This is an optimization exercise on Yosys and OpenROAD, whose aim is small area, a short achievable clock period and few clock cycles per item, not a production implementation. Where RTL was checked, it was by simulation tests only, not by an equivalence proof against the original.

lane 4:
==> module nn_mac_array, before the edit <==
module nn_mac_array #(
    parameter int LANES  = 4,
    parameter int DWIDTH = 16,
    parameter int FRAC   = 8,
    parameter int AWIDTH = 40,
    parameter int CWIDTH = 16
) (
    input  logic                    clk,
    input  logic                    rst_n,
    input  logic                    s_valid,
    output logic                    s_ready,
    input  logic                    s_last,
    input  logic [DWIDTH-1:0]       s_x,
    input  logic [LANES*DWIDTH-1:0] s_w,
    input  logic [LANES*DWIDTH-1:0] s_bias,
    input  logic                    relu_en,
    output logic                    m_valid,
    input  logic                    m_ready,
    output logic [LANES*DWIDTH-1:0] m_data,
    output logic [LANES-1:0]        m_ovf,
    output logic [CWIDTH-1:0]       m_count,
    output logic                    busy
);
    localparam logic [AWIDTH-1:0] M0 = 40'h7fffffff;
    localparam logic [AWIDTH-1:0] M1 = 40'h7ffffffd;
    localparam logic [AWIDTH-1:0] K0 = 40'hff80000000;
    localparam logic [AWIDTH-1:0] K1 = 40'h0;
    localparam logic [AWIDTH-1:0] RND = AWIDTH'(1) << (FRAC-1);
    logic s_hs;
    assign s_hs = s_valid & s_ready;
    assign busy = ~s_ready;
    logic [7:0]              enc_one, enc_two, enc_neg;
    logic [7:0]              x_one, x_two, x_neg;
    logic [7:0]              x_one_n, x_two_n, x_neg_n;
    logic [LANES*DWIDTH-1:0] w0;
    logic [DWIDTH-1:0]       b0 [LANES];
    logic                    bc0 [LANES];
    logic                    v0, l0, relu0;
    always_comb begin
        for (int j = 0; j < 8; j++) begin
            logic lo, mid, hi;
            lo  = (j == 0) ? 1'b0 : s_x[2*j-1];
            mid = s_x[2*j];
            hi  = s_x[2*j+1];
            enc_one[j] = s_hs & (mid ^ lo);
            enc_two[j] = s_hs & ((hi & ~mid & ~lo) | (~hi & mid & lo));
            enc_neg[j] = s_hs & hi;
        end
    end
    always_ff @(posedge clk) begin
        x_one   <= enc_one;
        x_two   <= enc_two;
        x_neg   <= enc_neg;
        x_one_n <= ~enc_one;
        x_two_n <= ~enc_two;
        x_neg_n <= ~enc_neg;
        w0      <= s_w;
        for (int i = 0; i < LANES; i++) begin
            logic [DWIDTH-1:0] bg;
            logic [5:0]        mid;
            bg     = (s_hs & s_last) ? s_bias[i*DWIDTH +: DWIDTH] : '0;
            mid    = {1'b0, bg[10:6]} + {5'b0, enc_neg[7]};
            b0[i]  <= {bg[15:11], mid[4:0], bg[5:0]};
            bc0[i] <= mid[5];
        end
        l0    <= s_last;
        relu0 <= relu_en;
    end
    logic                v1, l1, relu1;
    logic [AWIDTH-1:0]   t0_q [LANES];
    logic [AWIDTH-1:0]   t1_q [LANES];
    for (genvar i = 0; i < LANES; i++) begin : g_tree
        logic [AWIDTH-1:0] t0, t1;
        nn_mac_lane_tree u_tree (
            .one (i[0] ? ~x_one_n : x_one),
            .two (i[0] ? ~x_two_n : x_two),
            .neg (i[0] ? ~x_neg_n : x_neg),
            .w   (w0[i*DWIDTH +: DWIDTH]),
            .b   (b0[i]),
            .bc  (bc0[i]),
            .r0  (t0),
            .r1  (t1)
        );
        always_ff @(posedge clk) begin
            t0_q[i] <= t0;
            t1_q[i] <= t1;
        end
    end
    always_ff @(posedge clk) begin
        l1    <= l0;
        relu1 <= relu0;
    end
    logic                a_fin, a_init, a_relu;
    logic [CWIDTH-1:0]   a_cnt;
    logic [AWIDTH-1:0]   acc_q [LANES];
    logic                fin, out_free, done, relu_f;
    logic [CWIDTH-1:0]   cnt_f;
    logic [AWIDTH-1:0]   sum [LANES];
    logic [LANES-1:0]    all0, all1;
    assign fin      = (v1 & l1) | a_fin;         
    assign out_free = ~m_valid;
    assign done     = fin & out_free;             
    assign relu_f   = v1 ? relu1 : a_relu;
    assign cnt_f    = v1 ? (a_cnt + {{(CWIDTH-1){1'b0}}, ~&a_cnt}) : a_cnt;
    logic [AWIDTH-1:0] add_a [LANES];
    logic [AWIDTH-1:0] add_b [LANES];
    logic [AWIDTH-1:0] add_s [LANES];
    for (genvar i = 0; i < LANES; i++) begin : g_add
        logic [AWIDTH-1:0] y0, y1;
        assign y0       = (t0_q[i] & M0) | K0;
        assign y1       = (t1_q[i] & M1) | K1;
        assign add_a[i] = acc_q[i] ^ y0 ^ y1;
        assign add_b[i] = ((acc_q[i] & y0) | (acc_q[i] & y1) | (y0 & y1)) << 1;
        nn_mac_add u_add (.a(add_a[i]), .b(add_b[i]), .s(add_s[i]));
    end
    always_comb begin
        for (int i = 0; i < LANES; i++) begin
            logic [AWIDTH-1:0] p, q;
            p      = add_a[i];
            q      = add_b[i];
            sum[i] = add_s[i];
            begin
                logic ok0, ok1;
                ok0 = 1'b1;
                ok1 = 1'b1;
                for (int k = FRAC+DWIDTH; k < AWIDTH; k++) begin
                    ok0 &= ~((p[k] ^ q[k]) ^ (p[k-1] | q[k-1]));
                    ok1 &=  ((p[k] ^ q[k]) ^ (p[k-1] & q[k-1]));
                end
                all0[i] = ok0 & ~sum[i][FRAC+DWIDTH-1];
                all1[i] = ok1 &  sum[i][FRAC+DWIDTH-1];
            end
        end
    end
    always_ff @(posedge clk) begin
        a_relu <= relu_f;
        a_cnt  <= (done | a_init) ? '0 : cnt_f;
        for (int i = 0; i < LANES; i++)
            acc_q[i] <= (done | a_init) ? RND : sum[i];
    end
    always_ff @(posedge clk) begin
        if (done) begin
            m_count <= cnt_f;
            for (int i = 0; i < LANES; i++) begin
                logic ovf, neg;
                logic [DWIDTH-1:0] r;
                ovf = ~(all0[i] | all1[i]);
                neg = sum[i][AWIDTH-1];
                r   = ovf ? {neg, {(DWIDTH-1){~neg}}} : sum[i][FRAC +: DWIDTH];
                if (relu_f && r[DWIDTH-1]) r = '0;
                m_data[i*DWIDTH +: DWIDTH] <= r;
                m_ovf[i] <= ovf;
            end
        end
    end
    logic       a_fin_d, m_valid_d;
    logic [2:0] closed_d;
    assign a_fin_d   = fin & ~out_free;
    assign m_valid_d = done | (m_valid & ~m_ready);
    assign closed_d  = {2'b0, s_hs & s_last} + {2'b0, v0 & l0} + {2'b0, a_fin_d} + {2'b0, m_valid_d};
    always_ff @(posedge clk or negedge rst_n) begin
        if (!rst_n) begin
            s_ready <= 1'b0;
            v0      <= 1'b0;
            v1      <= 1'b0;
            a_fin   <= 1'b0;
            a_init  <= 1'b1;
            m_valid <= 1'b0;
        end else begin
            s_ready <= (closed_d <= 3'd1);
            v0      <= s_hs;
            v1      <= v0;
            a_fin   <= a_fin_d;
            a_init  <= 1'b0;
            m_valid <= m_valid_d;
        end
    end
endmodule
Settings: LEC_CHECK=0, CAP_MARGIN=20, CORE_MARGIN=2, CORE_UTILIZATION=40, SETUP_SLACK_MARGIN=4.5, SLEW_MARGIN=20; clock period 8.0 ns.
run.sh (not shown) runs the stock make flow with config.mk's settings and CLKGATE_MAP_FILE= SYNTH_SCRIPT=/design/flow/synth_recipe.tcl, a recipe that flattens the netlist after the stock synthesis.
Testbench counts of lane 4, summed over its fixed seeds: cycles 13,941, items 1,600.
For lane 5, these inputs were changed with respect to lane 4:
diff --git a/flow/design.v b/flow/design.v
--- a/flow/design.v
+++ b/flow/design.v
@@ -98,7 +98,7 @@
     logic [AWIDTH-1:0]   sum [LANES];
     logic [LANES-1:0]    all0, all1;
     assign fin      = (v1 & l1) | a_fin;         
-    assign out_free = ~m_valid;
+    assign out_free = ~m_valid | m_ready;
     assign done     = fin & out_free;             
     assign relu_f   = v1 ? relu1 : a_relu;
     assign cnt_f    = v1 ? (a_cnt + {{(CWIDTH-1){1'b0}}, ~&a_cnt}) : a_cnt;
Lane 5 | status: complete | timing, DRC, antenna: pass. Lane 4 → lane 5: number of hold buffers added after cts comparable, post-synthesis share of cell area spent on xor and xnor gates comparable. Taking lane 4 as the reference point, the via count of lane 5 falls by 263. Compared with lane 4, lane 5 shows count of clock buffers in the final design that has gone down by a few percent. Width of the chip was lower in lane 4 than in lane 5.
The RTL of lane 5 was laid out without a check of its function.

[port drivers added, routing unchanged]
Ports are ideal in the flow. The routed layouts listed here were re-timed in OpenROAD. Step 1: set_driving_cell puts a clkbuf_16 on clk and a buf_2 on each other input, an assumption about the parent block. Step 2 moves the port delays by t, midway between the first and last clock arrival at a register: inputs arrive t later, outputs are due t later. That takes back most of the time a late clock gives input paths. Slacks: ideal ports / drivers / drivers and shift; pairs: ideal ports / drivers.
| run | shift t [ns] | setup WS [ns] | worst setup path at the end | cell pins on the clock port's net |
|---|---|---|---|---|
| lane 4 | 0.761 | 4.308 / 4.308 / 4.012 | input to register | 1 |
| lane 5 | 0.716 | 4.284 / 4.284 / 3.928 | input to register | 1 |
After both steps setup and hold are still met in every run listed. The setup slack of lane 5, which loses most, moves by 0.000 ns with the drivers and by -0.356 ns with both steps.
